Context: an optimization exercise on an open-source flow, tuned for small area, a short achievable clock period and few clock cycles per item. The choices shown serve that exercise and are no tape-out recipe.
At most, simulation tests tie the RTL to the original design; equivalence was not proved.
Only the layout flow was run in run 1; the RTL was not checked for function there.

==> flow/design.v, too long to show whole: its modules and the start of the top module <==
// module fp_mul_mult: 952 lines
// module fp_mul_sched: 159 lines
// module fp_mul_sched_top: 29 lines
module fp_mul_sched_top (
    input  logic         clk,
    input  logic         reset_n,
    input  logic [3:0]   req_valid,
    input  logic [127:0] req_x,
    input  logic [127:0] req_y,
    output logic [3:0]   req_ready,
    output logic         res_valid,
    input  logic         res_ready,
    output logic [1:0]   res_id,
    output logic [31:0]  res_data,
    output logic [4:0]   res_flags,
    output logic         busy
);
  // ...
==> flow/flow/run.sh <==
#!/bin/bash
# Own layout flow:
#  2. full-adder polarity pass (fapol.py), then the combinational logic between the full
#     adders and registers mapped again by ABC (resyn.tcl), then the polarity pass again;
#     full/half adders, registers, ports and tie cells are kept
#  3. the ORFS layout with tighter timing repair and the smallest buffer on the ports
# Each tool's output goes to a log file of its own in this folder.
set -euo pipefail
MARGIN=5.0
RES=orfs/results/sky130hd/fp_mul_sched_top/base
LIB=$FLOW_HOME/platforms/sky130hd/lib/sky130_fd_sc_hd__tt_025C_1v80.lib
bash standard.sh synth > synth.log 2>&1
cp $RES/1_2_yosys.v 1_2_yosys.std.v
python3 flow/fapol.py 1_2_yosys.std.v fapol1.v > fapol1.log 2>&1
FLOW_LIB_FILE=$LIB RESYN_IN=fapol1.v RESYN_OUT=resyn.v RESYN_ABC=flow/resyn.abc FLOW_TOP=$FLOW_TOP \
    yosys -c flow/resyn.tcl > resyn.log 2>&1
python3 flow/fapol.py resyn.v $RES/1_2_yosys.v > fapol2.log 2>&1
rm -f $RES/1_synth.odb $RES/1_synth.sdc
bash standard.sh "SETUP_SLACK_MARGIN=$MARGIN" \
    "BUFFER_PORTS_ARGS=-buffer_cell sky130_fd_sc_hd__buf_1" finish > layout.log 2>&1
==> flow/flow/fapol.py <==
#!/usr/bin/env python3
"""Full-adder polarity pass on a flat Yosys netlist (write_verilog -noattr).

A full adder is self-dual: FA(~a, ~b, ~c) = (~cout, ~sum). Synthesis leaves many inverters
between full adders; this pass chooses for every full adder whether it works on true or
complemented signals so that as few inverters as possible are needed, then rebuilds the
inverters. Only combinational inverter cells are removed or added; every other cell, every
register and every port keep their names and connections.

usage: fapol.py IN.v OUT.v
"""
import random
import re
import sys
from collections import defaultdict

INV_RE = re.compile(r'^sky130_fd_sc_hd__(inv|clkinv)_\d+$')
FA_RE = re.compile(r'^sky130_fd_sc_hd__fa_\d+$')
XOR_RE = re.compile(r'^sky130_fd_sc_hd__(xor2|xnor2)_(\d+)$')
OUT_PINS = {'X', 'Y', 'SUM', 'COUT', 'Q', 'Q_N', 'HI', 'LO'}

src = open(sys.argv[1]).read()

# ---- split the single module into header, declarations, assigns and cells ----
m = re.search(r'\bmodule\s+(\S+)\s*\((.*?)\);', src, re.S)
start = m.end()
end = src.rindex('endmodule')
body = src[start:end]

stmts = []
buf = ''
for line in body.split('\n'):
    buf += line + '\n'
    if line.rstrip().endswith(';'):
        stmts.append(buf)
        buf = ''
tail_ws = buf

cell_re = re.compile(r'^\s*(\S+)\s+(\S+)\s*\((.*)\)\s*;\s*$', re.S)
pin_re = re.compile(r'\.(\w+)\s*\(\s*(.*?)\s*\)\s*(?:,|$)', re.S)

items = []          # ('raw', text) or ('cell', type, name, [(pin, net)])
for s in stmts:
    st = s.strip()
    first = st.split(None, 1)[0] if st else ''
    if first in ('input', 'output', 'inout', 'wire', 'reg', 'assign', 'supply0', 'supply1') or not st:
        items.append(('raw', s))
        continue
    cm = cell_re.match(st)
    if not cm:
        items.append(('raw', s))
        continue
    typ, name, pins = cm.group(1), cm.group(2), cm.group(3)
    pl = [(p, n.strip()) for p, n in pin_re.findall(pins)]
    items.append(('cell', typ, name, pl))

ports = set()
for d in re.findall(r'^\s*(?:input|output|inout)\s+(?:\[[^\]]*\]\s*)?(.*?);', body, re.M):
    for n in d.split(','):
        ports.add(n.strip())
# nets used in assign statements are left alone
assign_nets = set()
for it in items:
    if it[0] == 'raw' and it[1].strip().startswith('assign'):
        for tok in re.findall(r'(\\\S+|[A-Za-z_][\w$]*(?:\s*\[\d+\])?)', it[1][it[1].index('assign') + 6:]):
            assign_nets.add(tok.strip())


def base(net):
    return re.sub(r'\s*\[\d+\]$', '', net)


def is_port(net):
    return net in ports or base(net) in ports


def fixed(net):
    return is_port(net) or net in assign_nets or base(net) in assign_nets or net.startswith("1'b") or net == ''


# ---- inverters that may be rebuilt: input and output both internal nets ----
inv_of = {}         # output net -> input net
inv_cells = set()
for i, it in enumerate(items):
    if it[0] == 'cell' and INV_RE.match(it[1]):
        pins = dict(it[3])
        a, y = pins.get('A'), pins.get('Y')
        if a and y and not fixed(a) and not fixed(y):
            inv_of[y] = a
            inv_cells.add(i)


def root(net):
    p = 0
    seen = 0
    while net in inv_of and seen < 100:
        net = inv_of[net]
        p ^= 1
        seen += 1
    return net, p


# loads: every input pin of a kept cell; for each, (root, logical parity)
fa_idx = [i for i, it in enumerate(items) if it[0] == 'cell' and FA_RE.match(it[1])]
fa_set = set(fa_idx)
xor_idx = [i for i, it in enumerate(items) if it[0] == 'cell' and XOR_RE.match(it[1])]
xor_set = set(xor_idx)
driver_fa = {}      # root net -> index of the flippable cell driving it (FA SUM/COUT, XOR X)
for i in fa_idx:
    for p, n in items[i][3]:
        if p in ('SUM', 'COUT'):
            driver_fa[n] = i
for i in xor_idx:
    for p, n in items[i][3]:
        if p in ('X', 'Y'):
            driver_fa[n] = i

loads = []          # (item index, pin, root, parity)
for i, it in enumerate(items):
    if it[0] != 'cell' or i in inv_cells:
        continue
    for p, n in it[3]:
        if p in OUT_PINS or not n:
            continue
        r, par = root(n)
        loads.append((i, p, r, par))

# inverters that stay (port-facing) keep their input as a load
flip = defaultdict(int)


def cost_of_root(r, ldl):
    # physical polarity of r is flip of its driving FA (if any)
    dp = flip[driver_fa[r]] if r in driver_fa else 0
    need = set()
    for (i, p, par) in ldl:
        if i in xor_set:
            continue        # an XOR absorbs an inverted input by swapping XOR / XNOR
        q = par ^ (flip[i] if i in fa_set else 0)
        need.add(q ^ dp)
    return 1 if 1 in need else 0


by_root = defaultdict(list)
for (i, p, r, par) in loads:
    by_root[r].append((i, p, par))
fa_roots = defaultdict(set)
for r, ldl in by_root.items():
    for (i, p, par) in ldl:
        if i in fa_set or i in xor_set:
            fa_roots[i].add(r)
    if r in driver_fa:
        fa_roots[driver_fa[r]].add(r)

nofl = set()
for i in fa_idx + xor_idx:
    for p, n in items[i][3]:
        if p in ('SUM', 'COUT', 'X', 'Y') and fixed(n):
            nofl.add(i)
fa_idx = fa_idx + xor_idx

def local_search():
    improved = True
    passes = 0
    while improved and passes < 50:
        improved = False
        passes += 1
        for f in fa_idx:
            if f in nofl:
                continue
            rs = fa_roots[f]
            old = sum(cost_of_root(r, by_root[r]) for r in rs)
            flip[f] ^= 1
            new = sum(cost_of_root(r, by_root[r]) for r in rs)
            if new >= old:
                flip[f] ^= 1


def total_cost():
    return sum(cost_of_root(r, l) for r, l in by_root.items())


before = total_cost()
local_search()
best = total_cost()
best_flip = dict(flip)
# iterated local search: kick a few full adders and descend again (fixed seed, deterministic)
rng = random.Random(1)
movable = [f for f in fa_idx if f not in nofl]
for it in range(300):
    flip.clear()
    flip.update(best_flip)
    for f in rng.sample(movable, min(len(movable), 8)):
        flip[f] ^= 1
    local_search()
    c = total_cost()
    if c < best:
        best = c
        best_flip = dict(flip)
flip.clear()
flip.update(best_flip)
total = best

# ---- rebuild ----
inv_net = {}        # root -> net carrying its physical complement
new_cells = []
counter = [0]
# a prefix for the new nets and cells that the netlist does not use yet
tag = 1
while f"fapol{tag}_" in src:
    tag += 1
PFX = f"fapol{tag}_"


def complement(r):
    if r not in inv_net:
        counter[0] += 1
        n = f"{PFX}n{counter[0]}"
        inv_net[r] = n
        new_cells.append((n, r))
    return inv_net[r]


out = []
out.append(src[:start])
for i, it in enumerate(items):
    if it[0] == 'raw':
        out.append(it[1])
        continue
    if i in inv_cells:
        continue
    typ, name, pl = it[1], it[2], it[3]
    newpl = []
    swap = flip[i] if i in xor_set else 0
    for p, n in pl:
        if p in OUT_PINS or not n:
            newpl.append((p, n))
            continue
        r, par = root(n)
        dp = flip[driver_fa[r]] if r in driver_fa else 0
        if i in xor_set:
            swap ^= par ^ dp
            newpl.append((p, r))
            continue
        q = par ^ (flip[i] if i in fa_set else 0)
        newpl.append((p, r if q == dp else complement(r)))
    if swap:
        xm = XOR_RE.match(typ)
        typ = f"sky130_fd_sc_hd__{'xnor2' if xm.group(1) == 'xor2' else 'xor2'}_{xm.group(2)}"
        # xor2 drives X, xnor2 drives Y
        newpl = [({'X': 'Y', 'Y': 'X'}.get(p, p), n) for p, n in newpl]
    conn = ',\n    '.join(f'.{p}({n} )' for p, n in newpl)
    out.append(f"  {typ} {name} (\n    {conn}\n  );\n")
for k, (n, r) in enumerate(new_cells):
    out.append(f"  wire {n};\n")
    out.append(f"  sky130_fd_sc_hd__inv_1 {PFX}inv{k + 1} (\n    .A({r} ),\n    .Y({n})\n  );\n")
out.append(tail_ws)
out.append(src[end:])
open(sys.argv[2], 'w').write(''.join(out))
sys.stderr.write(f"fapol: {len(fa_idx)} full adders and XORs, {sum(flip[f] for f in fa_idx)} flipped, "
                 f"{len(inv_cells)} inverters removed, {len(new_cells)} added "
                 f"(cost {before} -> {total})\n")
==> flow/flow/resyn.abc <==
&get -n
&st
&dch
&nf
&put
topo
stime -c
buffer -c
upsize -c
dnsize -c
==> flow/flow/resyn.tcl <==
yosys -import
set lib $::env(FLOW_LIB_FILE)
read_liberty -ignore_miss_func $lib
read_verilog $::env(RESYN_IN)
hierarchy -top $::env(FLOW_TOP)
set keep {sky130_fd_sc_hd__fa_* sky130_fd_sc_hd__ha_* sky130_fd_sc_hd__df* sky130_fd_sc_hd__edf* sky130_fd_sc_hd__conb_*}
setattr -mod -set keep_hierarchy 1 {*}$keep
# the cells to be inlined get private names, so that the wires made for their pins do not
# take over the netlist's own net names
select -set kept {*}[lmap k $keep {string cat t:$k}]
yosys rename -hide $::env(FLOW_TOP)/c:* @kept %d
select -clear
flatten
opt_clean
abc -script $::env(RESYN_ABC) -liberty $lib  -dont_use sky130_fd_sc_hd__probe_p_8 -dont_use sky130_fd_sc_hd__probec_p_8 -dont_use sky130_fd_sc_hd__lpflow_bleeder_1 -dont_use sky130_fd_sc_hd__lpflow_clkbufkapwr_1 -dont_use sky130_fd_sc_hd__lpflow_clkbufkapwr_16 -dont_use sky130_fd_sc_hd__lpflow_clkbufkapwr_2 -dont_use sky130_fd_sc_hd__lpflow_clkbufkapwr_4 -dont_use sky130_fd_sc_hd__lpflow_clkbufkapwr_8 -dont_use sky130_fd_sc_hd__lpflow_clkinvkapwr_1 -dont_use sky130_fd_sc_hd__lpflow_clkinvkapwr_16 -dont_use sky130_fd_sc_hd__lpflow_clkinvkapwr_2 -dont_use sky130_fd_sc_hd__lpflow_clkinvkapwr_4 -dont_use sky130_fd_sc_hd__lpflow_clkinvkapwr_8 -dont_use sky130_fd_sc_hd__lpflow_decapkapwr_12 -dont_use sky130_fd_sc_hd__lpflow_decapkapwr_3 -dont_use sky130_fd_sc_hd__lpflow_decapkapwr_4 -dont_use sky130_fd_sc_hd__lpflow_decapkapwr_6 -dont_use sky130_fd_sc_hd__lpflow_decapkapwr_8 -dont_use sky130_fd_sc_hd__lpflow_inputiso0n_1 -dont_use sky130_fd_sc_hd__lpflow_inputiso0p_1 -dont_use sky130_fd_sc_hd__lpflow_inputiso1n_1 -dont_use sky130_fd_sc_hd__lpflow_inputiso1p_1 -dont_use sky130_fd_sc_hd__lpflow_inputisolatch_1 -dont_use sky130_fd_sc_hd__lpflow_isobufsrc_1 -dont_use sky130_fd_sc_hd__lpflow_isobufsrc_16 -dont_use sky130_fd_sc_hd__lpflow_isobufsrc_2 -dont_use sky130_fd_sc_hd__lpflow_isobufsrc_4 -dont_use sky130_fd_sc_hd__lpflow_isobufsrc_8 -dont_use sky130_fd_sc_hd__lpflow_isobufsrckapwr_16 -dont_use sky130_fd_sc_hd__lpflow_lsbuf_lh_hl_isowell_tap_1 -dont_use sky130_fd_sc_hd__lpflow_lsbuf_lh_hl_isowell_tap_2 -dont_use sky130_fd_sc_hd__lpflow_lsbuf_lh_hl_isowell_tap_4 -dont_use sky130_fd_sc_hd__lpflow_lsbuf_lh_isowell_4 -dont_use sky130_fd_sc_hd__lpflow_lsbuf_lh_isowell_tap_1 -dont_use sky130_fd_sc_hd__lpflow_lsbuf_lh_isowell_tap_2 -dont_use sky130_fd_sc_hd__lpflow_lsbuf_lh_isowell_tap_4
opt_clean
setundef -zero
splitnets
opt_clean -purge
select -module $::env(FLOW_TOP)
stat -liberty $lib
write_verilog -noattr -nohex -nodec -selected $::env(RESYN_OUT)
==> flow/standard.sh <==
#!/bin/bash
# synth_recipe.tcl (not shown) runs the flow's synth.tcl, then flattens the netlist and writes it again
# the make line also repeats each setting of config.mk as NAME=value (left out here)
make -C /OpenROAD-flow-scripts/flow DESIGN_CONFIG=/design/flow/config.mk WORK_HOME=/design/flow/orfs CLKGATE_MAP_FILE= SYNTH_SCRIPT=/design/flow/synth_recipe.tcl "${@:-finish}"
==> flow/config.mk <==
export PLATFORM = sky130hd
export DESIGN_NAME = fp_mul_sched_top
export DESIGN_NICKNAME = fp_mul_sched_top
export VERILOG_FILES = /design/flow/design.v
export SDC_FILE = /design/flow/constraint.sdc
export NUM_CORES = 4
export LEC_CHECK = 0
export ABC_AREA = 1
export CAP_MARGIN = 20
export CORE_MARGIN = 2
export CORE_UTILIZATION = 40
export CTS_BUF_LIST = sky130_fd_sc_hd__clkbuf_8
export SLEW_MARGIN = 20
==> flow/constraint.sdc <==
create_clock -name core_clock -period 10.5 [get_ports {clk}]
set_input_delay 2.1000 -clock core_clock [delete_from_list [all_inputs] [get_ports {clk}]]
set_output_delay 2.1000 -clock core_clock [all_outputs]
set_load 0.01 [all_outputs]
==> results.yml, run 1 <==
routing:
  routed-wl-met3_mm: 6.98
  ant_nets: 0
  avgRoutedWirePerCell_um: 24.6
  top_layer_used: "met4"
  route.met2.wl_mm: 30.8
clock_tree:
  ctsHtreeMaxLevel: 4
  cts_buffers: 17
  cts_sinks: 133
  clk_pin_slew_worst_paths_ns: 0.09
  cts_tree: "built"
layout:
  multi_input_area_um2: 14900
  nClkBuffers: 17
  fin_area_um2: 21900
  register_area_um2: 3310
  multi_input_area_share_pct: 68.0
  fin_util_pct: 48.2
logic_synthesis:
  synth_area_um2: 18400
  synth_area_per_cell_um2: 10.2
global_routing:
  use_met2_pct: 43.1
  grt_pass1_wl_mm: 101
  grt_max_degree: 72
  grt_util_all_layers_pct: 27.8
  use_met3_pct: 5.93
setup_path:
  cp_max_fo: 6
  cp_cell_sequence: "fa_2 -> nand3_2 -> nand2_2 -> a41oi_2 -> o21ai_2 -> nand3_1 -> nand2_2 -> ha_4 -> nand3_4 -> nor3_2 -> xor2_1 -> buf_6 -> buf_4 -> buf_8 -> nand2b_4 -> o22ai_2 -> clkbuf_2"
  start_kind: "flip-flop"
  crit_path_frequent_cell: "nand2_2"
  cp_top_family: "simple AND/OR/NAND/NOR gates"
timing:
  drv_slew: 0
  layout_min_cycle_time_ns: 5.51
  worst_slack_ns: 4.99
  fin_skew_ns: 0.0309
placement:
  dpl.cell_count: 2681
  globalplace.congestion: 0.891
floorplan:
  die_h_um: 219
outcome:
  status: "timing/DRC/antenna clean"
==> module fp_mul_sched, before the edit <==
module fp_mul_sched (
    input  logic           clk,
    input  logic           reset_n,
    input  logic [3:0]     req_valid,
    input  logic [127:0]   req_x,
    input  logic [127:0]   req_y,
    output logic [3:0]     req_ready,
    output logic           res_valid,
    input  logic           res_ready,
    output logic [1:0]     res_id,
    output logic [31:0]    res_data,
    output logic [4:0]     res_flags,
    output logic           busy
);
    localparam logic [1:0] SP_NONE = 2'd0, SP_ZERO = 2'd1, SP_NAN = 2'd2, SP_INF = 2'd3;
    logic [3:0][3:0] prio_q, prio_d;
    logic       v0_q, v1_q;       
    logic       ld1;              
    logic       hold0;            
    logic       en;               
    logic [3:0] first;            
    logic       gnt;
    assign ld1   = !v1_q || res_ready;
    assign hold0 = v0_q && !ld1;
    assign en    = !hold0;
    always_comb begin
        for (int i = 0; i < 4; i++) begin
            first[i] = req_valid[i] && !(|(req_valid & prio_q[i]));
        end
    end
    assign req_ready = first & {4{en}};
    assign gnt       = |req_ready;
    always_comb begin
        prio_d = prio_q;
        for (int g = 0; g < 4; g++) begin
            if (req_ready[g]) begin
                for (int i = 0; i < 4; i++) begin
                    for (int j = 0; j < 4; j++) begin
                        prio_d[i][j] = (j != i) && (((j - g + 3) % 4) < ((i - g + 3) % 4));
                    end
                end
            end
        end
    end
    always_ff @(posedge clk or negedge reset_n) begin
        if (!reset_n) begin
            for (int i = 0; i < 4; i++) begin
                for (int j = 0; j < 4; j++) begin
                    prio_q[i][j] <= (j < i);
                end
            end
            v0_q   <= 1'b0;
            v1_q   <= 1'b0;
        end else begin
            prio_q <= prio_d;
            v0_q   <= gnt || hold0;
            if (ld1) v1_q <= v0_q;
        end
    end
    logic [31:0] x, y;
    logic [22:0] xm0_q, ym0_q;
    logic [7:0]  xe0_q, ye0_q;
    logic [1:0]  id0_q;
    logic        sgn0_q;
    always_comb begin
        x = '0;
        y = '0;
        for (int i = 0; i < 4; i++) begin
            x = x | (req_x[32*i +: 32] & {32{req_ready[i]}});
            y = y | (req_y[32*i +: 32] & {32{req_ready[i]}});
        end
    end
    always_ff @(posedge clk) begin
        xm0_q  <= x[22:0] | (xm0_q & {23{hold0}});
        ym0_q  <= y[22:0] | (ym0_q & {23{hold0}});
        xe0_q  <= x[30:23] | (xe0_q & {8{hold0}});
        ye0_q  <= y[30:23] | (ye0_q & {8{hold0}});
        id0_q  <= {req_ready[3] | req_ready[2], req_ready[3] | req_ready[1]} | (id0_q & {2{hold0}});
        sgn0_q <= (x[31] ^ y[31]) | (sgn0_q & hold0);
    end
    logic [8:0] ec;               
    logic [8:0] es1;              
    logic [9:0] e0;
    logic       nan0, inf0, zero0;
    logic [1:0] sp0;
    assign ec[0] = 1'b1;
    for (genvar i = 0; i < 8; i++) begin : g_eadd
        assign es1[i]  = xe0_q[i] ^ ye0_q[i] ^ ec[i];
        assign ec[i+1] = (xe0_q[i] & ye0_q[i]) | (xe0_q[i] & ec[i]) | (ye0_q[i] & ec[i]);
    end
    assign es1[8] = ec[8];
    assign e0     = {es1[8:7] == 2'b00 ? 3'b111 : {1'b0, es1[8:7] - 2'd1}, es1[6:0]};
    assign zero0 = (xe0_q == 8'h00) || (ye0_q == 8'h00);
    assign nan0  = (xe0_q == 8'hFF && xm0_q != '0) || (ye0_q == 8'hFF && ym0_q != '0);
    assign inf0  = (xe0_q == 8'hFF) || (ye0_q == 8'hFF);
    assign sp0   = zero0 ? SP_ZERO : nan0 ? SP_NAN : inf0 ? SP_INF : SP_NONE;
    logic [12:0] row_s, row_c;
    logic [11:0] top;
    logic        c_lo, g_mid, p_mid;
    fp_mul_mult u_mult (
        .x_m   (xm0_q),
        .y_m   (ym0_q),
        .row_s (row_s),
        .row_c (row_c),
        .top   (top),
        .c_lo  (c_lo),
        .g_mid (g_mid),
        .p_mid (p_mid)
    );
    logic [12:0] s1_q, c1_q;      
    logic [11:0] top1_q;          
    logic        cin1_q, sgn1_q;
    logic [9:0]  e1_q;
    logic [1:0]  sp1_q, id1_q;
    always_ff @(posedge clk) begin
        if (ld1) begin
            s1_q    <= row_s;
            c1_q    <= row_c;
            top1_q  <= top;
            cin1_q  <= g_mid | (p_mid & c_lo);
            sgn1_q  <= sgn0_q;
            e1_q    <= e0;
            sp1_q   <= sp0;
            id1_q   <= id0_q;
        end
    end
    logic        cin;
    logic [14:0] sum;
    logic [24:0] p_hi;
    logic        norm;
    logic [7:0]  e_inc;
    logic        unf0, unf1, ovf0, ovf1, spec, inf_f, nan_f, zero_f;
    logic        n0, n1, pinf0, pinf1, unf, ovf;
    assign cin   = cin1_q;
    assign sum   = {1'b0, s1_q, 1'b1} + {1'b0, c1_q, cin};
    assign p_hi  = {top1_q + {11'd0, sum[14]}, sum[13:1]};
    assign norm  = p_hi[24];
    assign e_inc = e1_q[7:0] + 8'd1;
    assign unf0   = e1_q[9] || (e1_q == 10'd0);
    assign unf1   = e1_q[9];
    assign ovf0   = !e1_q[9] && (e1_q >= 10'd255);
    assign ovf1   = !e1_q[9] && (e1_q >= 10'd254);
    assign spec   = (sp1_q != SP_NONE);
    assign zero_f = (sp1_q == SP_ZERO);
    assign nan_f  = (sp1_q == SP_NAN);
    assign inf_f  = (sp1_q == SP_INF);
    assign n0     = !spec && !unf0 && !ovf0;
    assign n1     = !spec && !unf1 && !ovf1;
    assign pinf0  = nan_f || inf_f || (!spec && ovf0);
    assign pinf1  = nan_f || inf_f || (!spec && ovf1);
    assign unf    = !spec && (norm ? unf1 : unf0);
    assign ovf    = !spec && (norm ? ovf1 : ovf0);
    assign res_valid = v1_q;
    assign res_id    = id1_q;
    assign res_flags = {inf_f, nan_f, zero_f, ovf, unf};
    assign res_data  = norm ? {n1 & sgn1_q, n1 ? e_inc : {8{pinf1}}, p_hi[23:1] & {23{n1}}}
                            : {n0 & sgn1_q, n0 ? e1_q[7:0] : {8{pinf0}}, p_hi[22:0] & {23{n0}}};
    assign busy      = v0_q || v1_q;
endmodule
==> run 2, diff against run 1 <==
--- a/flow/design.v
+++ b/flow/design.v
@@ -1093,6 +1093,8 @@
     assign cin   = cin1_q;
     assign sum   = {1'b0, s1_q, 1'b1} + {1'b0, c1_q, cin};
-    assign p_hi  = {top1_q + {11'd0, sum[14]}, sum[13:1]};
-    assign norm  = p_hi[24];
+    logic [11:0] top_inc;
+    assign top_inc = top1_q + 12'd1;
+    assign p_hi  = {sum[14] ? top_inc : top1_q, sum[13:1]};
+    assign norm  = sum[14] ? top_inc[11] : top1_q[11];
     assign e_inc = e1_q[7:0] + 8'd1;
     assign unf0   = e1_q[9] || (e1_q == 10'd0);
==> flow/flow/resyn.abc (replaced) <==
&get -n
&st
&dch
&nf
&put
strash
dch
map -a
topo
stime -c
buffer -c
upsize -c
dnsize -c
==> run 2 against run 1 <==
  * Via count up 3.0%
  * Core utilization is essentially flat
  * Routed wire length up 5.1%
  * Flip-flop and latch count did not move
  * Count of clock-buffer cells in the layout did not move
  * Fmax decreased by 1.3%
  * Global-route usage increased by 1.7 points
  * Critical path type unchanged
==> results.yml, run 2 <==
outcome:
  status: "timing/DRC/antenna clean"
routing:
  drt_iter0_markers: 1787
  drc_errors: 0
  avgViaCountPerCell: 6.04
  ant_nets: 0
  drt-pass1-iter-count: 5
  avgRoutedWirePerCell_um: 24.6
  wl_mm: 71.5
  vias: 17600
setup_path:
  cp.depth: 14
  cpPeakStageDelay_ns: 0.47
  crit_type: "flip-flop to primary output"
  r2r_cells: 22
  worst_path_max_delay_cell: "edfxtp_1"
  arrival_ns: 3.49
  cp_cell_sequence: "fa_2 -> a21oi_4 -> o21ai_4 -> nand3_2 -> a2111oi_4 -> nor3_2 -> or3_4 -> nand2_4 -> clkinvlp_4 -> nor2_4 -> buf_12 -> clkinvlp_4 -> o22ai_2 -> buf_2"
  crit_path_frequent_cell: "clkinvlp_4"
  crit_required_ns: 8.40
  start_kind: "flip-flop"
  cp_top_family: "simple AND/OR/NAND/NOR gates"
  cp-end-kind: "primary output"
  worst-path-buf-inv: 4
  cp_max_fo: 5
global_routing:
  grt_pass1_vias: 17800
  antenna_found_initial: 1
  overflow: 0
  grt_max_degree: 71
  grt_pass1_wl_mm: 107
  grt_util_all_layers_pct: 29.5
layout:
  final_common_cell: "buf_1"
  syn2layout_area_growth_pct: 18.2
  drive_gt1_share_pct: 13.1
  final_cell_mix: "buf_1, fa_1, o22ai_1"
  reg.largest.list: "u_sched.xm0_q: 23 flops, u_sched.ym0_q: 23 flops"
  finalNetCount: 2909
  instances_no_fill: 2907
floorplan:
  die_w_um: 220
  core_um2: 45600
  initial_core_util_pct: 40.8
  ios: 308
  die_h_um: 220
  die-area_um2: 48200
  core.rowCount: 78
timing:
  drv_slew: 0
  worstMarginPinSlew_ns: 1.12
  max-slew-margin-rel_pct: 25.4
  hold_viol_final: 0
  post-route-period-util_pct: 53.2
  fin_setup_tns_ns: 0
  layout_min_cycle_time_ns: 5.59
  finalSetupViolations: 0
  fin_skew_ns: 0.0371
  max_freq_mhz: 179
  worst_hold_slack_ns: 0.414
  grt_setup_unrepaired: "yes"
placement:
  numPortBuffers: 307
  dpl.cell_count: 2797
  dp_hpwl_mm: 49.7
  globalplace.congestion: 0.959
logic_synthesis:
  syn_inst: 1991
  syn-num-nets: 2607
  synth_area_um2: 18600
  yosysWarnings: 1
  synth_area_per_cell_um2: 9.33
clock_tree:
  clock_path_buffers: 2
  cts-root-buf: "clkbuf_8"
  cts_tree: "built"
  cts_buffers: 17
  clk_latency_ns: 0.52
  clk_pin_slew_worst_paths_ns: 0.12
  cts_sinks: 133
  ctsHtreeMaxLevel: 4
hold_path:
  min_path_cells: 0
  hp-class: "flip-flop to flip-flop"
run:
  drv_cap: 0
## run 2: area by class of cell
| type | instances | area (µm²) |
|---|---|---|
| fill | 4377 | 23600 |
| multi-input combinational | 1546 | 14600 |
| sequential | 133 | 3320 |
| timing repair buffer | 413 | 2130 |
| tap | 600 | 751 |
| inverter | 177 | 717 |
| clock buffer | 17 | 234 |
| clock inverter | 15 | 150 |
| timing repair inverter | 5 | 32.5 |
| antenna | 1 | 2.50 |
## run 2: timing repair
action,4_1_cts,5_1_grt
buffers inserted,49,17
gates cloned,7,4
pin swaps,10,22
setup endpoints to repair,40,42
gates resized for setup,91,89
hold buffers,0,0
## run 2: worst reg2reg max path, cell delays in order, from the launching register on
cell and delay, ns:
dfxtp_4 0.39, nor2_2 0.21, inv_2 0.15, nand2_8 0.16, o21ai_1 0.10, xnor2_1 0.16
fa_2 0.40, fa_1 0.40, fa_1 0.52, fa_1 0.44, fa_1 0.42, ha_1 0.25
a21oi_1 0.15, inv_1 0.06, a21oi_2 0.19, nor2_1 0.06, nand2_1 0.06, nand2_1 0.11
a221oi_2 0.31, nor3_1 0.09, a211oi_2 0.23, o21ai_0 0.12, xor2_1 0.15
## run 2: final timing paths
check / start / to / slack, ns
setup / recovery: u_sched.cin1_q / res_data[19] / 4.91
hold / removal: u_sched.id0_q[1] / u_sched.id1_q[1] / 0.41
setup reg to reg: u_sched.ym0_q[9] / u_sched.top1_q[11] / 5.12
hold reg to reg: u_sched.id0_q[1] / u_sched.id1_q[1] / 0.41
max in group asynchronous: reset_n / u_sched.prio_q[7] / 8.34
min in group asynchronous: reset_n / u_sched.v1_q / 1.65
## run 2: layer usage
metal  part of all wire (%)  routed length [µm]  vias up  GRT usage [%]
met5                      0                   0        -              0
li1                       -                   -     7608              -
met1                     39               27700     8623           38.3
met4                    4.2                2980        0           12.3
met3                     11                8160      211           7.95
met2                     46               32700     1123           46.5
## run 2: metrics by stage
step	instance area [µm²]	setup slack, ns	utilization [%]
after floorplan	18600	4.92	-
after global placement	20300	4.12	44.5
after detailed placement	20300	4.00	44.5
after CTS	21500	4.77	47.1
after global routing	22000	4.71	48.2
final	22000	4.91	48.2
Testbench counts of run 2, summed over its fixed seeds: cycles 2,064, items 2,048.
==> run 3, diff against run 2 <==
--- a/flow/flow/run.sh
+++ b/flow/flow/run.sh
@@ -7,5 +7,5 @@
 # Each tool's output goes to a log file of its own in this folder.
 set -euo pipefail
-MARGIN=5.0
+MARGIN=5.3
 RES=orfs/results/sky130hd/fp_mul_sched_top/base
 LIB=$FLOW_HOME/platforms/sky130hd/lib/sky130_fd_sc_hd__tt_025C_1v80.lib
==> flow/flow/resyn.abc (replaced) <==
&get -n
&st
&dch
&nf
&put
topo
stime -c
buffer -c
upsize -c
dnsize -c
==> run 3 against run 2 <==
  * Core utilization shrank 0.21 points
  * Critical endpoint is now res_data[30]
  * Final cell count is 3.3% lower
  * Setup slack improved by 0.37 ns
  * Still clean on timing, DRC and antenna
  * Non-clock buffer count up 6
  * Synthesized cell count shrank 7.7%
  * Sequential share of layout area is 0.15 points lower
  * Flip-flop and latch count stayed put
  * Fmax increased by 7.1%
  * Clock skew decreased by 0.0033 ns
==> results.yml, run 3 <==
layout:
  drive_gt1_share_pct: 12.1
  n_antenna_cell: 0
  finalNetCount: 2806
  multi_input_area_um2: 15000
  syn2layout_area_growth_pct: 19.3
  nFillCells: 4412
  fin_util_pct: 48.0
  reg.largest.list: "u_sched.xm0_q: 23 flops, u_sched.ym0_q: 23 flops"
  final_common_cell: "a22oi_1"
  register_area_um2: 3320
  final_cell_mix: "a22oi_1, buf_1, fa_1"
setup_path:
  cp-end-kind: "primary output"
  r2r-start: "u_sched.ym0_q[7]"
  crit_required_ns: 8.40
  arrival_ns: 3.12
  r2r_cells: 16
  start_kind: "flip-flop"
  r2r_slack_ns: 5.36
  crit_type: "flip-flop to primary output"
  cp_max_fo: 4
  rr_endpoint: "u_sched.cin1_q"
routing:
  wl_mm: 70.3
  drt-pass1-iter-count: 12
  drc_errors: 0
  ant_nets: 0
  avgRoutedWirePerCell_um: 25.0
  vias: 17500
  avgViaCountPerCell: 6.23
  drt_iter0_markers: 2358
logic_synthesis:
  syn_inst: 1837
  syn-num-nets: 2453
  yosysWarnings: 1
  synth_area_per_cell_um2: 10.1
  synth_area_um2: 18600
timing:
  max-slew-margin-rel_pct: 28.8
  hold_viol_final: 0
  max_freq_mhz: 192
  drv_slew: 0
  fin_setup_tns_ns: 0
  fin_skew_ns: 0.0338
  worst_hold_slack_ns: 0.443
  finalSetupViolations: 0
  grt_setup_unrepaired: "yes"
  post-route-period-util_pct: 49.7
  layout_min_cycle_time_ns: 5.22
  worstMarginPinSlew_ns: 1.07
global_routing:
  grt_pass1_vias: 17200
  grt.met1_usage_pct: 38.5
  grt_max_degree: 71
  grt_util_all_layers_pct: 28.6
  top_usage_layer: "met2"
  use_met3_pct: 7.48
  use_met2_pct: 44.5
  overflow: 0
  grt_pass1_wl_mm: 104
  antenna_found_initial: 0
clock_tree:
  cts-root-buf: "clkbuf_8"
  cts-hold-fix-buffers: 0
  cts_tree: "built"
  cts_sinks: 133
  clk_pin_slew_worst_paths_ns: 0.10
  clk_latency_ns: 0.50
  clock_path_buffers: 2
  ctsHtreeMaxLevel: 4
  cts_buffers: 17
outcome:
  status: "timing/DRC/antenna clean"
hold_path:
  worstHoldStart: "u_sched.id0_q[1]"
  min_path_cells: 0
  hp-class: "flip-flop to flip-flop"
  holdPathEnd: "u_sched.id1_q[1]"
placement:
  numPortBuffers: 307
  dp_hpwl_mm: 46.9
  globalplace.congestion: 0.933
floorplan:
  core.rowCount: 79
  die_w_um: 220
  core_um2: 46300
  die_h_um: 220
  initial_core_util_pct: 40.2
  die-area_um2: 48200
  ios: 308
run:
  drv_cap: 0
[run 3: what timing repair did]
action                                 CTS  global route
setup endpoints to repair               46            40
gates cloned                             4             9
endpoints found under the hold margin    0             0
setup buffers                           29            22
pin swaps                                8            10
resized for setup                       35           100
[run 3: routing by layer]
metal  share of wire, %  wire length, µm
met1                 39            27200
met2                 45            31800
met4                4.2             2930
met5                  0                0
met3                 12             8470
[run 3: cell type report]
type	count	area share, %
clock buffer	17	1.05
clock inverter	15	0.908
inverter	98	1.69
multi-input combinational	1521	67.7
sequential	133	15.0
tap	607	3.42
timing repair buffer	419	10.2
[run 3: per-stage QoR]
stage,setup slack [ns],instances,area [µm²]
after CTS,5.23,2779,21600
after floorplan,5.24,1837,18700
after global placement,4.87,2714,20600
after global routing,5.12,2810,22200
final,5.28,2810,22200
after detailed placement,4.78,2714,20600
[run 3: worst max path at each step]
stage | start | end | slack (ns) | cells past startpoint
2_1_floorplan | res_ready | req_ready[0] | 5.24 | 5
3_3_place_gp | u_sched.ym0_q[15] | u_sched.top1_q[9] | 4.87 | 16
3_5_place_dp | u_sched.ym0_q[15] | u_sched.top1_q[11] | 4.78 | 16
4_1_cts | u_sched.cin1_q | res_data[30] | 5.23 | 10
5_1_grt | u_sched.cin1_q | res_data[30] | 5.12 | 10
6_report | u_sched.cin1_q | res_data[30] | 5.28 | 10
[run 3: critical path: stages (launching register included)]
cell and delay, ns:
edfxtp_1 0.49, fa_2 0.39, a211oi_2 0.22, o31a_1 0.27
o211ai_1 0.16, a32oi_4 0.31, buf_12 0.17, nor3b_4 0.18
buf_4 0.16, a22oi_1 0.11, buf_1 0.16
==> run 4, diff against run 3 <==
--- a/flow/flow/run.sh
+++ b/flow/flow/run.sh
@@ -7,5 +7,5 @@
 # Each tool's output goes to a log file of its own in this folder.
 set -euo pipefail
-MARGIN=5.3
+MARGIN=5.45
 RES=orfs/results/sky130hd/fp_mul_sched_top/base
 LIB=$FLOW_HOME/platforms/sky130hd/lib/sky130_fd_sc_hd__tt_025C_1v80.lib
==> run 4 against run 3 <==
  * Highest routed layer unchanged
  * Synthesized area is the same
  * Flip-flop and latch count is the same
  * Sequential share of layout area decreased by 0.39 points
  * First-iteration DRC count down 5.0%
  * Synthesized cell count stayed put
  * Routed wire length is 4.4% higher
  * Setup slack worse by 0.019 ns
==> results.yml, run 4 <==
outcome:
  status: "timing/DRC/antenna clean"
layout:
  final_common_cell: "a22oi_1"
  syn2layout_area_growth_pct: 22.8
  final_cell_mix: "a22oi_1, buf_1, fa_1"
  finalNetCount: 2843
  drive_gt1_share_pct: 15.1
  reg.largest.list: "u_sched.xm0_q: 23 flops, u_sched.ym0_q: 23 flops"
timing:
  post-route-period-util_pct: 49.9
  max_freq_mhz: 191
  worstMarginPinSlew_ns: 0.894
  drv_slew: 0
  layout_min_cycle_time_ns: 5.23
  grt_setup_unrepaired: "yes"
  worst_hold_slack_ns: 0.445
  hold_viol_final: 0
  finalSetupViolations: 0
  max-slew-margin-rel_pct: 40.4
  fin_skew_ns: 0.0238
  fin_setup_tns_ns: 0
clock_tree:
  clock_path_buffers: 2
  clk_pin_slew_worst_paths_ns: 0.09
  cts-hold-fix-buffers: 0
  clk_latency_ns: 0.51
  cts_sinks: 133
  cts-root-buf: "clkbuf_8"
  ctsHtreeMaxLevel: 4
  cts_buffers: 17
  cts_tree: "built"
floorplan:
  ios: 308
  core_um2: 46300
  initial_core_util_pct: 40.2
  die_h_um: 220
  die_w_um: 220
  core.rowCount: 79
  die-area_um2: 48200
logic_synthesis:
  synth_area_per_cell_um2: 10.1
  synth_area_um2: 18600
  syn-num-nets: 2453
  syn_inst: 1837
  yosysWarnings: 1
global_routing:
  use_met2_pct: 46.1
  top_usage_layer: "met2"
  grt_pass1_vias: 17500
  grt_max_degree: 71
  grt_util_all_layers_pct: 29.6
  antenna_found_initial: 2
  grt.met1_usage_pct: 38.0
  grt_pass1_wl_mm: 106
  overflow: 0
  use_met3_pct: 8.23
placement:
  dp_hpwl_mm: 47.1
  globalplace.congestion: 0.931
  numPortBuffers: 307
hold_path:
  min_path_cells: 0
  worstHoldStart: "u_sched.id0_q[0]"
  hp-class: "flip-flop to flip-flop"
  holdPathEnd: "u_sched.id1_q[0]"
setup_path:
  crit_type: "flip-flop to primary output"
  worst_path_max_delay_cell: "ha_2"
  r2r_cells: 19
  rr_endpoint: "u_sched.top1_q[7]"
  cp_cell_sequence: "ha_2 -> nand2_2 -> o31a_1 -> or3_4 -> a32oi_4 -> buf_12 -> nor3b_4 -> buf_6 -> a22oi_1 -> buf_1"
  r2r-start: "u_sched.ym0_q[9]"
  crit_required_ns: 8.40
  r2r_slack_ns: 5.57
  cpPeakStageDelay_ns: 0.40
  cp-end-kind: "primary output"
  cp_max_fo: 8
  start_kind: "flip-flop"
  arrival_ns: 3.13
routing:
  vias: 17700
  drc_errors: 0
  ant_nets: 0
  wl_mm: 73.4
  avgRoutedWirePerCell_um: 25.8
  drt_iter0_markers: 2241
  drt-pass1-iter-count: 10
  avgViaCountPerCell: 6.21
run:
  drv_cap: 0
## run 4: changes by cell type in the layout (fill, tap and decap cells not counted), sizes merged
cell | previous run | this run
bufbuf | 2 | 3
clkinv | 2 | 3
nand2b | 7 | 6
buf | 400 | 439
inv | 107 | 105
and4 | 4 | 5
clkbuf | 34 | 31
diode | 0 | 2
clkinvlp | 2 | 3
## run 4: worst max path at each step
stage	from	to	slack (ns)
floorplan	res_ready	req_ready[0]	5.27
global placement	res_ready	req_ready[0]	4.57
detailed placement	res_ready	req_ready[0]	4.55
CTS	u_sched.s1_q[0]	res_data[28]	5.26
global route	u_sched.s1_q[0]	res_data[28]	5.12
finish	u_sched.s1_q[4]	res_data[28]	5.27
## run 4: timing repair
item                                   in CTS  in global routing
gates cloned                                7                 12
setup endpoints to repair                  49                 47
resized for setup                          87                 97
endpoints found under the hold margin       0                  0
buffers inserted                           46                 39
pin swaps                                  19                 47
## run 4: area by class of cell
cell class / instances / area (µm²)
Timing Repair Buffer: 456 / 2800
Fill cell: 4334 / 23400
Tap cell: 607 / 759
Inverter: 98 / 375
Sequential cell: 133 / 3330
Clock buffer: 17 / 234
Clock inverter: 15 / 168
Antenna cell: 2 / 5.00
Multi-Input combinational cell: 1521 / 15200
## run 4: routing by layer
metal | up-vias | share of wire, %
li1 | 7553 | -
met1 | 8705 | 38
met2 | 1244 | 45
met3 | 200 | 12
met4 | 0 | 4.7
met5 | - | 0
## run 4: worst max-delay path: cells and delay by family, from the launching register on
kind                       cells  cell delay, ns
AOI/OAI and AO/OA              3            0.71
adders and majority gates      1            0.40
buffers and inverters          3            0.49
DFF                            1            0.39
and+or+nand+nor                3            0.64
## run 4: metrics by stage
step / setup slack [ns] / util [%] / instance area, µm² / std cells
2_1_floorplan: 5.27 / - / 18700 / 1837
6_report: 5.27 / 49.4 / 22800 / 2849
4_1_cts: 5.26 / 47.5 / 22000 / 2796
3_5_place_dp: 4.55 / 44.5 / 20600 / 2711
5_1_grt: 5.12 / 49.4 / 22800 / 2849
3_3_place_gp: 4.57 / 44.5 / 20600 / 2711
==> run 5, diff against run 4 <==
--- a/flow/flow/run.sh
+++ b/flow/flow/run.sh
@@ -7,5 +7,5 @@
 # Each tool's output goes to a log file of its own in this folder.
 set -euo pipefail
-MARGIN=5.45
+MARGIN=5.0
 RES=orfs/results/sky130hd/fp_mul_sched_top/base
 LIB=$FLOW_HOME/platforms/sky130hd/lib/sky130_fd_sc_hd__tt_025C_1v80.lib
==> run 5 against run 4 <==
  * Critical endpoint is now u_sched.top1_q[9]
  * Via count fell by 3.2%
  * Non-clock buffer count fell by 76
  * Highest routed layer unchanged
==> results.yml, run 5 <==
timing:
  drv_slew: 0
  layout_min_cycle_time_ns: 5.34
  finalSetupViolations: 0
  worstMarginPinSlew_ns: 0.914
  grt_setup_unrepaired: "yes"
  post-route-period-util_pct: 50.8
  fin_setup_tns_ns: 0
  fin_skew_ns: 0.0309
  max_freq_mhz: 187
  hold_viol_final: 0
  worst_hold_slack_ns: 0.445
  max-slew-margin-rel_pct: 39.1
floorplan:
  core.rowCount: 79
  die_w_um: 220
  initial_core_util_pct: 40.2
  die_h_um: 220
  ios: 308
  die-area_um2: 48200
  core_um2: 46300
global_routing:
  overflow: 0
  grt_max_degree: 70
  antenna_found_initial: 1
  grt_pass1_wl_mm: 104
  grt_pass1_vias: 17500
  grt_util_all_layers_pct: 28.4
logic_synthesis:
  syn-num-nets: 2453
  synth_area_um2: 18600
  syn_inst: 1837
  synth_area_per_cell_um2: 10.1
  yosysWarnings: 1
routing:
  avgViaCountPerCell: 6.19
  ant_nets: 0
  drt-pass1-iter-count: 9
  drc_errors: 0
  wl_mm: 68.0
  vias: 17100
  avgRoutedWirePerCell_um: 24.6
  drt_iter0_markers: 1975
layout:
  final_cell_mix: "a22oi_1, buf_1, fa_1"
  instances_no_fill: 2766
  fin_area_um2: 21400
  syn2layout_area_growth_pct: 15.0
  finalNetCount: 2761
  drive_gt1_share_pct: 7.37
  final_common_cell: "a22oi_1"
  register_area_um2: 3300
  multi_input_area_um2: 14700
  nFillCells: 4422
  reg.largest.list: "u_sched.xm0_q: 23 flops, u_sched.ym0_q: 23 flops"
clock_tree:
  ctsHtreeMaxLevel: 4
  clk_latency_ns: 0.50
  cts_tree: "built"
  cts-root-buf: "clkbuf_8"
  cts_sinks: 133
  cts_buffers: 17
  clock_path_buffers: 2
  cts-hold-fix-buffers: 0
  clk_pin_slew_worst_paths_ns: 0.08
setup_path:
  crit_required_ns: 10.73
  cp-end-kind: "flip-flop"
  r2r-start: "u_sched.ym0_q[9]"
  crit_path_frequent_cell: "fa_1"
  rr_endpoint: "u_sched.top1_q[9]"
  crit_type: "flip-flop to flip-flop"
  r2r_cells: 18
  worst_path_max_delay_cell: "fa_1"
  cpPeakStageDelay_ns: 0.47
  r2r_slack_ns: 5.16
  cp_max_fo: 34
  cp_cell_sequence: "buf_8 -> or2_2 -> a21oi_4 -> buf_6 -> a21oi_1 -> xnor2_1 -> fa_1 -> fa_1 -> fa_1 -> fa_1 -> fa_1 -> ha_1 -> a21o_1 -> a21oi_2 -> nand3b_1 -> o21a_1 -> o21ai_0 -> xor2_1"
  worst-path-buf-inv: 2
  start_kind: "flip-flop"
  cp_top_family: "adder cells"
  arrival_ns: 5.57
placement:
  globalplace.congestion: 0.932
  dp_hpwl_mm: 47.1
  dpl.cell_count: 2719
  numPortBuffers: 307
  placedInstanceArea_um2: 20600
hold_path:
  min_path_cells: 0
  hp-class: "flip-flop to flip-flop"
  worstHoldStart: "u_sched.id0_q[0]"
  holdPathEnd: "u_sched.id1_q[0]"
outcome:
  status: "timing/DRC/antenna clean"
run:
  drv_cap: 0
## run 5: final cells by class
class / instances / area share (%)
Multi-Input combinational cell: 1515 / 68.8
Timing Repair Buffer: 380 / 8.46
Tap cell: 607 / 3.55
Clock inverter: 15 / 0.907
Inverter: 98 / 1.74
Clock buffer: 17 / 1.09
Antenna cell: 1 / 0.0117
Sequential cell: 133 / 15.4
## run 5: through the flow
step           utilization (%)  setup WS [ns]
2_1_floorplan                -           4.94
3_3_place_gp              44.6           4.65
3_5_place_dp              44.6           4.77
4_1_cts                   45.8           5.02
5_1_grt                   46.2           4.94
6_report                  46.2           5.16
## run 5: what timing repair did
action,4_1_cts,5_1_grt
gates resized for setup,18,30
pin swaps,4,5
endpoints found under the setup margin,39,41
gates cloned,1,3
buffers inserted,7,3
## run 5: how the worst max path moves through the flow
stage,from,endpoint,depth (start not counted),slack [ns]
CTS,u_sched.ym0_q[21],u_sched.top1_q[9],16,5.02
global route,u_sched.ym0_q[9],u_sched.cin1_q,18,4.94
floorplan,res_ready,req_ready[0],5,4.94
detailed placement,u_sched.ym0_q[21],u_sched.top1_q[11],16,4.77
finish,u_sched.ym0_q[9],u_sched.top1_q[9],18,5.16
global placement,u_sched.ym0_q[15],u_sched.top1_q[9],16,4.65
## run 5: metal layers
layer  global-route usage (%)  vias to the layer above  part of all wire (%)
met5                        0                        -                     0
met4                     12.9                        0                   3.8
met3                     6.68                      184                    11
met2                     44.7                     1134                    45
met1                     37.2                     8445                    40
li1                         -                     7364                     -
==> run 6, diff against run 5 <==
--- a/flow/flow/run.sh
+++ b/flow/flow/run.sh
@@ -7,5 +7,5 @@
 # Each tool's output goes to a log file of its own in this folder.
 set -euo pipefail
-MARGIN=5.0
+MARGIN=5.15
 RES=orfs/results/sky130hd/fp_mul_sched_top/base
 LIB=$FLOW_HOME/platforms/sky130hd/lib/sky130_fd_sc_hd__tt_025C_1v80.lib
==> run 6 against run 5 <==
  * Routed wire length is 1.9% higher
  * Clock skew down 0.0088 ns
  * Via count is 0.95% higher
  * Critical path type is now primary input to primary output
  * Critical endpoint is now req_ready[0]
==> results.yml, run 6 <==
timing:
  worstMarginPinSlew_ns: 1.07
  post-route-period-util_pct: 50.2
  drv_slew: 0
  max-slew-margin-rel_pct: 28.6
  worst_hold_slack_ns: 0.430
  finalSetupViolations: 0
  fin_skew_ns: 0.0221
  fin_setup_tns_ns: 0
  grt_setup_unrepaired: "yes"
  hold_viol_final: 0
  max_freq_mhz: 190
  worst_slack_ns: 5.23
  layout_min_cycle_time_ns: 5.27
global_routing:
  antenna_found_initial: 3
  grt_pass1_vias: 17700
  overflow: 0
  grt_max_degree: 70
  grt_pass1_wl_mm: 104
  grt_util_all_layers_pct: 28.4
hold_path:
  hp-class: "flip-flop to flip-flop"
clock_tree:
  clock_path_buffers: 2
  ctsHtreeMaxLevel: 4
  clk_pin_slew_worst_paths_ns: 0.09
  cts_sinks: 133
  cts-hold-fix-buffers: 0
  cts_buffers: 17
  cts-root-buf: "clkbuf_8"
  cts_tree: "built"
  clk_latency_ns: 0.50
logic_synthesis:
  yosysWarnings: 1
  syn-num-nets: 2453
  synth_area_um2: 18600
  synth_area_per_cell_um2: 10.1
  syn_inst: 1837
routing:
  avgViaCountPerCell: 6.20
  wl_mm: 69.2
  drc_errors: 0
  drt-pass1-iter-count: 9
  ant_nets: 0
  drt_iter0_markers: 2005
  avgRoutedWirePerCell_um: 24.8
  vias: 17300
placement:
  dp_hpwl_mm: 47.6
  globalplace.congestion: 0.930
  numPortBuffers: 307
  placedInstanceArea_um2: 20700
  dpl_worst_slack_ns: 4.58
floorplan:
  die_h_um: 220
  core.rowCount: 79
  core_um2: 46300
  die-area_um2: 48200
  die_w_um: 220
  ios: 308
  initial_core_util_pct: 40.2
layout:
  final_cell_mix: "a22oi_1, buf_1, fa_1"
  drive_gt1_share_pct: 9.46
  fin_area_um2: 21700
  final_common_cell: "a22oi_1"
  finalNetCount: 2781
  syn2layout_area_growth_pct: 16.5
  nFillCells: 4499
  multi_input_area_um2: 14800
  reg.largest.list: "u_sched.xm0_q: 23 flops, u_sched.ym0_q: 23 flops"
  register_area_um2: 3300
outcome:
  status: "timing/DRC/antenna clean"
setup_path:
  cp_max_fo: 67
  crit_type: "primary input to primary output"
  start_kind: "primary input"
  arrival_ns: 3.17
  crit_required_ns: 8.40
  cp-end-kind: "primary output"
run:
  drv_cap: 0
-- run 6: area by class of cell --
type,instances,area share (%)
Inverter,98,1.73
Antenna cell,2,0.0231
Clock buffer,17,1.08
Multi-Input combinational cell,1518,68.4
Sequential cell,133,15.3
Clock inverter,15,0.630
Tap cell,607,3.51
Timing Repair Buffer,397,9.34
-- run 6: routing by layer --
layer  part of all wire, %  up-vias  track usage [%]
li1                      -     7423                -
met1                    39     8546             36.9
met2                    45     1122             45.1
met3                    12      196             7.56
met4                   3.9        2             10.9
met5                 0.023        -                0
-- run 6: worst paths after layout --
kind / to / from / slack [ns] / depth (start not counted)
setup / recovery: req_ready[0] / res_ready / 5.23 / 6
max in group asynchronous: u_sched.prio_q[2] / reset_n / 8.38 / 1
hold / removal: u_sched.id1_q[1] / u_sched.id0_q[1] / 0.43 / 0
setup reg to reg: u_sched.cin1_q / u_sched.ym0_q[0] / 5.29 / 15
hold reg to reg: u_sched.id1_q[1] / u_sched.id0_q[1] / 0.43 / 0
min in group asynchronous: u_sched.prio_q[6] / reset_n / 1.64 / 1
-- run 6: per-stage QoR --
stage	cells	utilization, %
global placement	2723	44.6
CTS	2769	46.0
floorplan	1837	-
detailed placement	2723	44.6
finish	2787	46.8
global route	2787	46.8
-- run 6: critical path: stages --
cell,delay [ns]
buf_2,0.18
nand2b_4,0.18
nor2_4,0.11
buf_8,0.38
nor2_4,0.07
buf_1,0.14
-- run 6: what timing repair did --
item / in CTS / in global routing
setup endpoints to repair: 45 / 36
pin swaps: 7 / 13
cloned: 3 / 6
resized for setup: 30 / 70
setup buffers: 11 / 10
hold endpoints to repair: 0 / 0
==> run 7, diff against run 6 <==
--- a/flow/config.mk
+++ b/flow/config.mk
@@ -12,2 +12,3 @@
 export CTS_BUF_LIST = sky130_fd_sc_hd__clkbuf_8
 export SLEW_MARGIN = 20
+export TNS_END_PERCENT = 30
==> run 7 against run 6 <==
  * Sequential share of layout area grew 0.081 points
  * Final cell count shrank 0.50%
  * Core utilization shrank 0.25 points
  * Register-to-register slack lost 0.03 ns
  * Critical path type unchanged
==> results.yml, run 7 <==
logic_synthesis:
  synth_area_um2: 18600
  syn_inst: 1837
  synth_area_per_cell_um2: 10.1
  yosysWarnings: 1
  syn-num-nets: 2453
timing:
  max_freq_mhz: 188
  grt_setup_unrepaired: "yes"
  worst_hold_slack_ns: 0.445
  hold_viol_final: 0
  drv_slew: 0
  layout_min_cycle_time_ns: 5.33
  worstMarginPinSlew_ns: 0.877
  fin_skew_ns: 0.0327
  post-route-period-util_pct: 50.8
  fin_setup_tns_ns: 0
  finalSetupViolations: 0
  worst_slack_ns: 5.17
  max-slew-margin-rel_pct: 41.5
layout:
  finalNetCount: 2769
  nFillCells: 4407
  reg.largest.list: "u_sched.xm0_q: 23 flops, u_sched.ym0_q: 23 flops"
  syn2layout_area_growth_pct: 15.8
  final_cell_mix: "a22oi_1, buf_1, fa_1"
  final_common_cell: "a22oi_1"
  drive_gt1_share_pct: 8.31
  instances_no_fill: 2773
  n_antenna_cell: 0
setup_path:
  cp-end-kind: "primary output"
  start_kind: "primary input"
  worstSetupStartpoint: "res_ready"
  crit_required_ns: 8.40
  arrival_ns: 3.23
  r2r-start: "u_sched.ym0_q[3]"
  crit_type: "primary input to primary output"
  cp_max_fo: 56
floorplan:
  die_h_um: 220
  die_w_um: 220
  die-area_um2: 48200
  core.rowCount: 79
  core_um2: 46300
  ios: 308
  initial_core_util_pct: 40.2
clock_tree:
  clk_latency_ns: 0.50
  ctsHtreeMaxLevel: 4
  clk_pin_slew_worst_paths_ns: 0.07
  cts-hold-fix-buffers: 0
  cts_buffers: 17
  cts_sinks: 133
  clock_path_buffers: 2
  cts-root-buf: "clkbuf_8"
  cts_tree: "built"
global_routing:
  grt_pass1_wl_mm: 104
  antenna_found_initial: 1
  grt_pass1_vias: 17400
  grt_max_degree: 70
  overflow: 0
  grt_util_all_layers_pct: 28.6
placement:
  numPortBuffers: 307
  dp_hpwl_mm: 47.1
  dpl.cell_count: 2719
  dpl_worst_slack_ns: 4.77
  globalplace.congestion: 0.932
routing:
  drt_iter0_markers: 2035
  avgViaCountPerCell: 6.23
  drc_errors: 0
  vias: 17300
  wl_mm: 68.7
  ant_nets: 0
  avgRoutedWirePerCell_um: 24.8
  drt-pass1-iter-count: 12
run:
  drv_cap: 0
hold_path:
  worstHoldStart: "u_sched.id0_q[0]"
  hp-class: "flip-flop to flip-flop"
outcome:
  status: "timing/DRC/antenna clean"
==> run 7: layout make-up <==
cell class	instances	area (µm²)	share of cell area, %
repair buffers	387	1920	8.93
multi-input cells	1516	14800	68.5
flip-flops and latches	133	3300	15.3
clock inverters	15	194	0.900
inverters	98	372	1.73
clock buffers	17	234	1.09
well taps	607	759	3.53
==> run 7: worst max-delay path, stage by stage <==
cell and delay, ns:
buf_1 0.09, nand2b_4 0.66, nor2_4 0.06, nor2_4 0.15, buf_1 0.16
==> run 7: timing repair <==
action	in CTS	in global routing
endpoints found under the setup margin	44	42
gates resized for setup	22	57
endpoints found under the hold margin	0	0
pin swaps	7	9
setup buffers	12	3
cloned	1	6
==> run 7: through the flow <==
stage | util, % | instance area [µm²]
after floorplan | - | 18600
after global placement | 44.6 | 20600
after detailed placement | 44.6 | 20600
after CTS | 46.0 | 21300
after global routing | 46.6 | 21500
final | 46.6 | 21500
==> run 7: layer usage <==
layer,GRT usage (%),wire (µm)
met5,0,0
met4,13.1,2900
met3,6.71,7410
met2,44.9,31100
met1,37.4,27400
==> run 7: final timing paths <==
kind | end | slack [ns] | depth (start not counted)
max | req_ready[0] | 5.17 | 5
min | u_sched.id1_q[0] | 0.44 | 0
max reg2reg | u_sched.cin1_q | 5.26 | 17
min reg2reg | u_sched.id1_q[0] | 0.44 | 0
max in group asynchronous | u_sched.prio_q[1] | 8.34 | 1
min in group asynchronous | u_sched.v0_q | 1.66 | 1
==> run 8, diff against run 7 <==
--- a/flow/config.mk
+++ b/flow/config.mk
@@ -7,8 +7,7 @@
 export LEC_CHECK = 0
 export ABC_AREA = 1
-export CAP_MARGIN = 20
+export CAP_MARGIN = 0
 export CORE_MARGIN = 2
 export CORE_UTILIZATION = 40
 export CTS_BUF_LIST = sky130_fd_sc_hd__clkbuf_8
-export SLEW_MARGIN = 20
-export TNS_END_PERCENT = 30
+export SLEW_MARGIN = 0
==> run 8 against run 7 <==
  * Clock skew down 0.011 ns
  * Highest routed layer is now met5
==> results.yml, run 8 <==
hold_path:
  hp-class: "flip-flop to flip-flop"
timing:
  layout_min_cycle_time_ns: 5.27
  finalSetupViolations: 0
  drv_slew: 0
  fin_skew_ns: 0.0221
  hold_viol_final: 0
  max_freq_mhz: 190
  worstMarginPinSlew_ns: 1.07
  fin_setup_tns_ns: 0
  post-route-period-util_pct: 50.2
  grt_setup_unrepaired: "yes"
  max-slew-margin-rel_pct: 28.6
layout:
  syn2layout_area_growth_pct: 16.5
  register_area_um2: 3300
  nFillCells: 4499
  fin_area_um2: 21700
  final_common_cell: "a22oi_1"
  final_cell_mix: "a22oi_1, buf_1, fa_1"
  reg.largest.list: "u_sched.xm0_q: 23 flops, u_sched.ym0_q: 23 flops"
  finalNetCount: 2781
  fin_util_pct: 46.8
  drive_gt1_share_pct: 9.46
  multi_input_area_um2: 14800
  instances_no_fill: 2787
clock_tree:
  cts_buffers: 17
  ctsHtreeMaxLevel: 4
  cts-root-buf: "clkbuf_8"
  cts_sinks: 133
  clk_pin_slew_worst_paths_ns: 0.09
  clock_path_buffers: 2
  clk_latency_ns: 0.50
  cts_tree: "built"
floorplan:
  die_h_um: 220
  core.rowCount: 79
  initial_core_util_pct: 40.2
  core_um2: 46300
  die-area_um2: 48200
  ios: 308
  die_w_um: 220
placement:
  placedInstanceArea_um2: 20700
  dp_hpwl_mm: 47.6
  dpl.cell_count: 2723
  numPortBuffers: 307
  globalplace.congestion: 0.930
routing:
  wl_mm: 69.2
  avgViaCountPerCell: 6.20
  avgRoutedWirePerCell_um: 24.8
  drt-pass1-iter-count: 9
  ant_nets: 0
  vias: 17300
  drc_errors: 0
  drt_iter0_markers: 2005
setup_path:
  cpPeakStageDelay_ns: 0.38
  arrival_ns: 3.17
  crit_required_ns: 8.40
  cp_max_fo: 67
  cp_cell_sequence: "buf_2 -> nand2b_4 -> nor2_4 -> buf_8 -> nor2_4 -> buf_1"
  crit_type: "primary input to primary output"
  start_kind: "primary input"
  cp_top_family: "buffers and inverters"
  worst_path_max_delay_cell: "buf_8"
  crit_path_frequent_cell: "nor2_4"
  worst-path-buf-inv: 3
  cp-end-kind: "primary output"
logic_synthesis:
  yosysWarnings: 1
  syn-num-nets: 2453
  synth_area_um2: 18600
  synth_area_per_cell_um2: 10.1
  syn_inst: 1837
run:
  drv_cap: 0
global_routing:
  grt_pass1_vias: 17700
  antenna_found_initial: 3
  grt_util_all_layers_pct: 28.4
  grt_pass1_wl_mm: 104
  grt_max_degree: 70
  overflow: 0
outcome:
  status: "timing/DRC/antenna clean"
-- run 8: metal layers --
metal	part of all wire [%]	vias up	GRT usage, %
met5	0.023	-	0
met4	3.9	2	10.9
met3	12	196	7.56
met2	45	1122	45.1
met1	39	8546	36.9
li1	-	7423	-
-- run 8: worst paths after layout --
kind / startpoint / endpoint / slack [ns] / cells past startpoint
worst max-delay path: res_ready / req_ready[0] / 5.23 / 6
worst min-delay path: u_sched.id0_q[1] / u_sched.id1_q[1] / 0.43 / 0
worst max register to register: u_sched.ym0_q[0] / u_sched.cin1_q / 5.29 / 15
worst min register to register: u_sched.id0_q[1] / u_sched.id1_q[1] / 0.43 / 0
max in group asynchronous: reset_n / u_sched.prio_q[2] / 8.38 / 1
min in group asynchronous: reset_n / u_sched.prio_q[6] / 1.64 / 1
-- run 8: layout make-up --
cell class                      count  share of cell area, %
Antenna cell                        2                 0.0231
Clock buffer                       17                   1.08
Clock inverter                     15                  0.630
Inverter                           98                   1.73
Multi-Input combinational cell   1518                   68.4
Sequential cell                   133                   15.3
Tap cell                          607                   3.51
Timing Repair Buffer              397                   9.34
-- run 8: metrics by stage --
stage	hold slack, ns	setup slack, ns
floorplan	0.408	4.94
CTS	0.428	5.12
global route	0.445	5.09
global placement	0.421	4.63
detailed placement	0.428	4.58
finish	0.430	5.23
-- run 8: what timing repair did --
item	4_1_cts	5_1_grt
cloned	3	6
gates resized for setup	30	70
setup buffers	11	10
endpoints found under the setup margin	45	36
hold buffers	0	0
pin swaps	7	13

[re-timing with driven ports]
How much do the figures lean on ideal ports? The routed layouts below were timed once more, with nothing changed but the port constraints.
Step 1: set_driving_cell puts a clkbuf_16 on clk and a buf_2 on each other input, an assumption about the parent block.
Step 2 times the ports against the registers' clock, not the clock port: input delays grow and output delays shrink by t, the midpoint of the rising clock arrivals with the driver on.
Three values: no drivers, after step 1, after step 2; two values: the first two.
run	t, ns	setup slack, ns	latest minus earliest clock arrival (ns)
run 1	0.518	4.986 / 4.938 / 5.004	0.031 / 0.031
run 2	0.555	4.915 / 4.862 / 5.120	0.037 / 0.037
run 3	0.536	5.284 / 5.228 / 5.350	0.033 / 0.033
run 4	0.550	5.266 / 5.213 / 5.380	0.024 / 0.023
run 5	0.539	5.163 / 5.135 / 5.135	0.032 / 0.032
run 6	0.544	5.228 / 5.192 / 5.201	0.022 / 0.022
run 7	0.538	5.169 / 5.115 / 5.134	0.033 / 0.033
run 8	0.544	5.228 / 5.192 / 5.201	0.022 / 0.022
After both steps every run listed still meets setup and hold. The setup slack of run 7, which loses most, moves by -0.054 ns with the drivers and by -0.035 ns with both steps.
